This is an optimization exercise on Yosys and OpenROAD, whose aim is small area, not a production implementation. In this exercise RTL edits were held to simulation tests only and were not proved equivalent to the original.

==> run E <==
==> flow/design.v <==
package rv_pkg;
  localparam int OPC_LSB = 0;
  localparam int OPC_MSB = 6;
  localparam int RD_LSB  = 7;
  localparam int RD_MSB  = 11;
  localparam int FN3_LSB = 12;
  localparam int FN3_MSB = 14;
  localparam int RS1_LSB = 15;
  localparam int RS1_MSB = 19;
  localparam int RS2_LSB = 20;
  localparam int RS2_MSB = 24;
  localparam int FN7_LSB = 25;
  localparam int FN7_MSB = 31;
  localparam logic [1:0] OPC_LOW = 2'b11;
endpackage
module rv_dec5 (
  input  logic [4:0]  a,
  output logic [31:0] s
);
  for (genvar i = 0; i < 32; i++) begin : g_s
    assign s[i] = (a == 5'(i));
  end
endmodule
module rv_ao222n (
  input  logic [2:0] s,
  input  logic [2:0] d,
  output logic       yn
);
  assign yn = !((s[0] && d[0]) || (s[1] && d[1]) || (s[2] && d[2]));
endmodule
module rv_a2n (
  input  logic s,
  input  logic d,
  output logic yn
);
  assign yn = !(s && d);
endmodule
module rv_selN #(
  parameter int N = 32
) (
  input  logic [N-1:0] s,
  input  logic [N-1:0] d,
  output logic         y
);
  localparam int G = N / 3;
  localparam int R = N - 3 * G;
  localparam int T = G + R;
  logic [T-1:0] tn;
  for (genvar g = 0; g < G; g++) begin : g_g
    rv_ao222n u_ao (.s(s[3*g +: 3]), .d(d[3*g +: 3]), .yn(tn[g]));
  end
  for (genvar r = 0; r < R; r++) begin : g_r
    rv_a2n u_a (.s(s[3*G + r]), .d(d[3*G + r]), .yn(tn[G + r]));
  end
  assign y = !(&tn);
endmodule
module rv_rdport #(
  parameter int N = 32,
  parameter int W = 32
) (
  input  logic [N-1:0]   s,
  input  logic [N*W-1:0] d,
  output logic [W-1:0]   y
);
  for (genvar b = 0; b < W; b++) begin : g_b
    logic [N-1:0] col;
    for (genvar i = 0; i < N; i++) begin : g_i
      assign col[i] = d[i*W + b];
    end
    rv_selN #(.N(N)) u_sel (.s(s), .d(col), .y(y[b]));
  end
endmodule
module rv_regfile
#(
  parameter int XLEN = 32,
  parameter int NREG = 32
) (
  input  logic            clk,
  input  logic            reset,
  input  logic            wb_en,
  input  logic [4:0]      wb_addr,
  input  logic [XLEN-1:0] wb_data,
  input  logic [4:0]      rs1,
  input  logic [4:0]      rs2,
  output logic [XLEN-1:0] rdata1,
  output logic [XLEN-1:0] rdata2
);
  logic [(NREG-1)*XLEN-1:0] flat;    
  logic [XLEN-1:0]          wdata;
  logic [31:0]              s1;
  logic [31:0]              s2;
  assign wdata = reset ? '0 : wb_data;
  for (genvar i = 1; i < NREG; i++) begin : g_reg
    logic [XLEN-1:0] r;
    always_ff @(posedge clk) begin
      if (reset || (wb_en && wb_addr == 5'(i))) r <= wdata;
    end
    assign flat[(i-1)*XLEN +: XLEN] = r;
  end
  rv_dec5 u_dec1 (.a(rs1), .s(s1));
  rv_dec5 u_dec2 (.a(rs2), .s(s2));
  rv_rdport #(.N(NREG-1), .W(XLEN)) u_rd1 (.s(s1[NREG-1:1]), .d(flat), .y(rdata1));
  rv_rdport #(.N(NREG-1), .W(XLEN)) u_rd2 (.s(s2[NREG-1:1]), .d(flat), .y(rdata2));
endmodule
module rv_fetch_decode
#(
  parameter  int XLEN       = 32,
  parameter  int IMEM_DEPTH = 32,
  parameter  int NREG       = 32,
  parameter  int RESET_PC   = 0,
  localparam int PC_W       = $clog2(IMEM_DEPTH)
) (
  input  logic            clk,
  input  logic            reset,
  input  logic            imem_we,
  input  logic [PC_W-1:0] imem_waddr,
  input  logic [31:0]     imem_wdata,
  input  logic            redirect_valid,
  input  logic [PC_W-1:0] redirect_pc,
  input  logic            wb_en,
  input  logic [4:0]      wb_addr,
  input  logic [XLEN-1:0] wb_data,
  output logic            out_valid,
  input  logic            out_ready,
  output logic [PC_W-1:0] out_pc,
  output logic [31:0]     out_instr,
  output logic [6:0]      out_opcode,
  output logic [4:0]      out_rd,
  output logic [2:0]      out_fn3,
  output logic [4:0]      out_rs1,
  output logic [4:0]      out_rs2,
  output logic [6:0]      out_fn7,
  output logic [XLEN-1:0] out_rdata1,
  output logic [XLEN-1:0] out_rdata2,
  output logic            out_illegal
);
  logic [IMEM_DEPTH*32-1:0] imem;    
  logic [IMEM_DEPTH-1:0]    psel;
  logic [PC_W-1:0] pc;
  logic [PC_W-1:0] npc;
  logic            warm;    
  logic [31:0]     w;       
  logic [31:0]     nw;      
  for (genvar i = 0; i < IMEM_DEPTH; i++) begin : g_imem
    always_ff @(posedge clk) begin
      if (imem_we && imem_waddr == PC_W'(i)) imem[i*32 +: 32] <= imem_wdata;
    end
  end
  always_comb begin
    if (reset)                        npc = PC_W'(RESET_PC);
    else if (redirect_valid)          npc = redirect_pc;
    else if (out_valid && out_ready)  npc = pc + PC_W'(1);
    else                              npc = pc;
  end
  always_ff @(posedge clk) begin
    pc <= npc;
    w  <= nw;
    if (reset || redirect_valid) begin
      warm      <= 1'b0;
      out_valid <= 1'b0;
    end else begin
      warm      <= 1'b1;
      out_valid <= warm;
    end
  end
  rv_dec5 u_pdec (.a(npc), .s(psel));
  rv_rdport #(.N(IMEM_DEPTH), .W(32)) u_ird (.s(psel), .d(imem), .y(nw));
  rv_regfile #(
    .XLEN (XLEN),
    .NREG (NREG)
  ) u_regfile (
    .clk     (clk),
    .reset   (reset),
    .wb_en   (wb_en),
    .wb_addr (wb_addr),
    .wb_data (wb_data),
    .rs1     (w[rv_pkg::RS1_MSB:rv_pkg::RS1_LSB]),
    .rs2     (w[rv_pkg::RS2_MSB:rv_pkg::RS2_LSB]),
    .rdata1  (out_rdata1),
    .rdata2  (out_rdata2)
  );
  assign out_pc      = pc;
  assign out_instr   = w;
  assign out_opcode  = w[rv_pkg::OPC_MSB:rv_pkg::OPC_LSB];
  assign out_rd      = w[rv_pkg::RD_MSB:rv_pkg::RD_LSB];
  assign out_fn3     = w[rv_pkg::FN3_MSB:rv_pkg::FN3_LSB];
  assign out_rs1     = w[rv_pkg::RS1_MSB:rv_pkg::RS1_LSB];
  assign out_rs2     = w[rv_pkg::RS2_MSB:rv_pkg::RS2_LSB];
  assign out_fn7     = w[rv_pkg::FN7_MSB:rv_pkg::FN7_LSB];
  assign out_illegal = w[1:0] != rv_pkg::OPC_LOW;
endmodule
==> flow/flow/run.sh <==
#!/bin/bash
# The standard layout (standard.sh, unchanged synthesis and steps), with two
# placement/CTS arguments changed: ports get the smallest buffer, and CTS uses
# larger sink clusters and no dummy loads. Each tool's output goes to its own
# log here; ORFS's per-step logs stay under orfs/logs.
set -euo pipefail
export BUFFER_PORTS_ARGS="-buffer_cell sky130_fd_sc_hd__buf_1"
export CTS_ARGS="-sink_clustering_enable -repair_clock_nets -sink_clustering_size 25 -sink_clustering_max_diameter 100 -dont_use_dummy_load"
bash standard.sh synth > synth.log 2>&1
bash standard.sh finish > layout.log 2>&1
==> flow/standard.sh <==
#!/bin/bash
# synth_recipe.tcl (not shown) runs the flow's synth.tcl, then flattens the netlist and writes it again
# the make line also repeats each setting of config.mk as NAME=value (left out here)
make -C /OpenROAD-flow-scripts/flow DESIGN_CONFIG=/design/flow/config.mk WORK_HOME=/design/flow/orfs CLKGATE_MAP_FILE= SYNTH_SCRIPT=/design/flow/synth_recipe.tcl "${@:-finish}"
==> flow/config.mk <==
export PLATFORM = sky130hd
export DESIGN_NAME = rv_fetch_decode
export DESIGN_NICKNAME = rv_fetch_decode
export VERILOG_FILES = /design/flow/design.v
export SDC_FILE = /design/flow/constraint.sdc
export NUM_CORES = 4
export LEC_CHECK = 0
export CAP_MARGIN = 10
export CORE_MARGIN = 2
export CORE_UTILIZATION = 50
export SETUP_SLACK_MARGIN = 0.2
export SLEW_MARGIN = 10
export SYNTH_HIERARCHICAL = 1
==> flow/constraint.sdc <==
create_clock -name core_clock -period 6.0 [get_ports {clk}]
set_input_delay 1.2000 -clock core_clock [delete_from_list [all_inputs] [get_ports {clk}]]
set_output_delay 1.2000 -clock core_clock [all_outputs]
set_load 0.01 [all_outputs]
==> run Z (differences from run E) <==
==> flow/design.v, changed modules only <==
module rv_selN #(
  parameter int N = 32
) (
  input  logic [N-1:0] s,
  input  logic [N-1:0] d,
  output logic         y
);
  localparam int G = N / 3;
  localparam int R = N - 3 * G;
  logic [G:0] gn;
  for (genvar g = 0; g < G; g++) begin : g_g
    rv_ao222n u_ao (.s(s[3*g +: 3]), .d(d[3*g +: 3]), .yn(gn[g]));
  end
  if (R == 0) begin : g_r0
    assign gn[G] = 1'b1;
  end else if (R == 1) begin : g_r1
    assign gn[G] = !(s[N-1] && d[N-1]);
  end else begin : g_r2
    assign gn[G] = !((s[N-1] && d[N-1]) || (s[N-2] && d[N-2]));
  end
  assign y = !(&gn);
endmodule
// module rv_a2n removed
==> flow/run.sh (new file) <==
#!/bin/bash
# synth_recipe.tcl (not shown) runs the flow's synth.tcl, then flattens the netlist and writes it again
# the make line also repeats each setting of config.mk as NAME=value (left out here)
make -C /OpenROAD-flow-scripts/flow DESIGN_CONFIG=/design/flow/config.mk WORK_HOME=/design/flow/orfs CLKGATE_MAP_FILE= SYNTH_SCRIPT=/design/flow/synth_recipe.tcl finish
Settings changed: CAP_MARGIN 10 to 20, CORE_UTILIZATION 50 to 60, CTS_CLUSTER_DIAMETER set to 100, CTS_CLUSTER_SIZE set to 25, SETUP_SLACK_MARGIN 0.2 to unset, SLEW_MARGIN 10 to 20.
removed: flow/flow/run.sh
removed: flow/standard.sh
==> run F (differences from run E) <==
Settings changed: CAP_MARGIN 10 to 20, CORE_UTILIZATION 50 to 60, SETUP_SLACK_MARGIN 0.2 to unset, SLEW_MARGIN 10 to 20.
==> run H (differences from run E) <==
==> flow/design.v, changed modules only <==
module rv_selN #(
  parameter int N = 32
) (
  input  logic [N-1:0] s,
  input  logic [N-1:0] d,
  output logic         y
);
  localparam int G = N / 3;
  localparam int R = N - 3 * G;
  logic [G:0] gn;
  for (genvar g = 0; g < G; g++) begin : g_g
    rv_ao222n u_ao (.s(s[3*g +: 3]), .d(d[3*g +: 3]), .yn(gn[g]));
  end
  if (R == 0) begin : g_r0
    assign gn[G] = 1'b1;
  end else if (R == 1) begin : g_r1
    assign gn[G] = !(s[N-1] && d[N-1]);
  end else begin : g_r2
    assign gn[G] = !((s[N-1] && d[N-1]) || (s[N-2] && d[N-2]));
  end
  assign y = !(&gn);
endmodule
// module rv_a2n removed
Settings changed: CAP_MARGIN 10 to 20, CORE_UTILIZATION 50 to 60, SETUP_SLACK_MARGIN 0.2 to unset, SLEW_MARGIN 10 to 20.
==> notes <==
Critical path depth: run H is higher than run E (1). In flip-flop and latch count, run F and run H do not differ. Run Z finished with setup timing left. Run F completed without violations. Run H finished with timing, DRC and antenna clean. Run E passed the timing, design-rule and antenna checks. Of run Z and run E, run Z has the higher count of clock-buffer cells in the layout (gap 41). Synthesized area is the same in run Z and run H. Of run F and run Z, run Z has the higher global-route usage (gap 1.4 points).
==> figures <==
Run status: run E finished clean; run F finished clean; run H finished clean; run Z complete, but fails checks
Reasons for failing layout checks: run E -; run F -; run H -; run Z setup timing
Signal arrival time at the worst endpoint: run E 4510 ps; run F 4460 ps; run H 4540 ps; run Z 4810 ps
Final setup violation count: run E 0; run F 0; run H 0; run Z 1
Detailed Route Iter0 Violations: run E 11,469; run F 12,649; run H 14,270; run Z 14,312
Time the worst path needs with I/O delays and setup: run E 5710 ps; run F 5660 ps; run H 5740 ps; run Z 6010 ps
Area after DPL: run E 81,700 sq um; run F 81,200 sq um; run H 81,400 sq um; run Z 83,000 sq um
Worst clock skew: run E 40.0 ps; run F 45.9 ps; run H 44.1 ps; run Z 25.5 ps
Reg-to-reg setup timing slack: run E 1850 ps; run F 1920 ps; run H 1610 ps; run Z 1830 ps
Top fanout value on the critical path: run E 22; run F 20; run H 14; run Z 16
Capturing element of the worst setup path: run E out_rdata2[6]; run F out_rdata1[15]; run H out_rdata2[11]; run Z out_rdata1[2]
Number of signal-net buffers in the layout: run E 457; run F 442; run H 438; run Z 440

==> afterwards: timing with drivers on the ports <==
No port has a modelled driver above. Below, the same layouts with a new extraction and two added sets of constraints.
Step 1 assumes that a clkbuf_16 drives the clock port and a buf_2 every other input.
Step 2 adds t to the input delays and takes it off the output delays; t is the mean of the earliest and latest rising clock arrival at the registers after step 1. Input paths then give back, and output paths get back, about the clock's delay inside the block.
a / b / c = ideal ports / drivers / drivers and shift; a / b = the first two.
run	shift t [ns]	setup WS [ns]	worst slew at a driven data input, ns
run E	0.815	0.291 / 0.216 / 0.668	0.21
run Z	0.811	-0.012 / -0.093 / 0.660	0.19
run F	0.797	0.335 / 0.249 / 1.047	0.24
run H	0.811	0.257 / 0.179 / 0.868	0.21
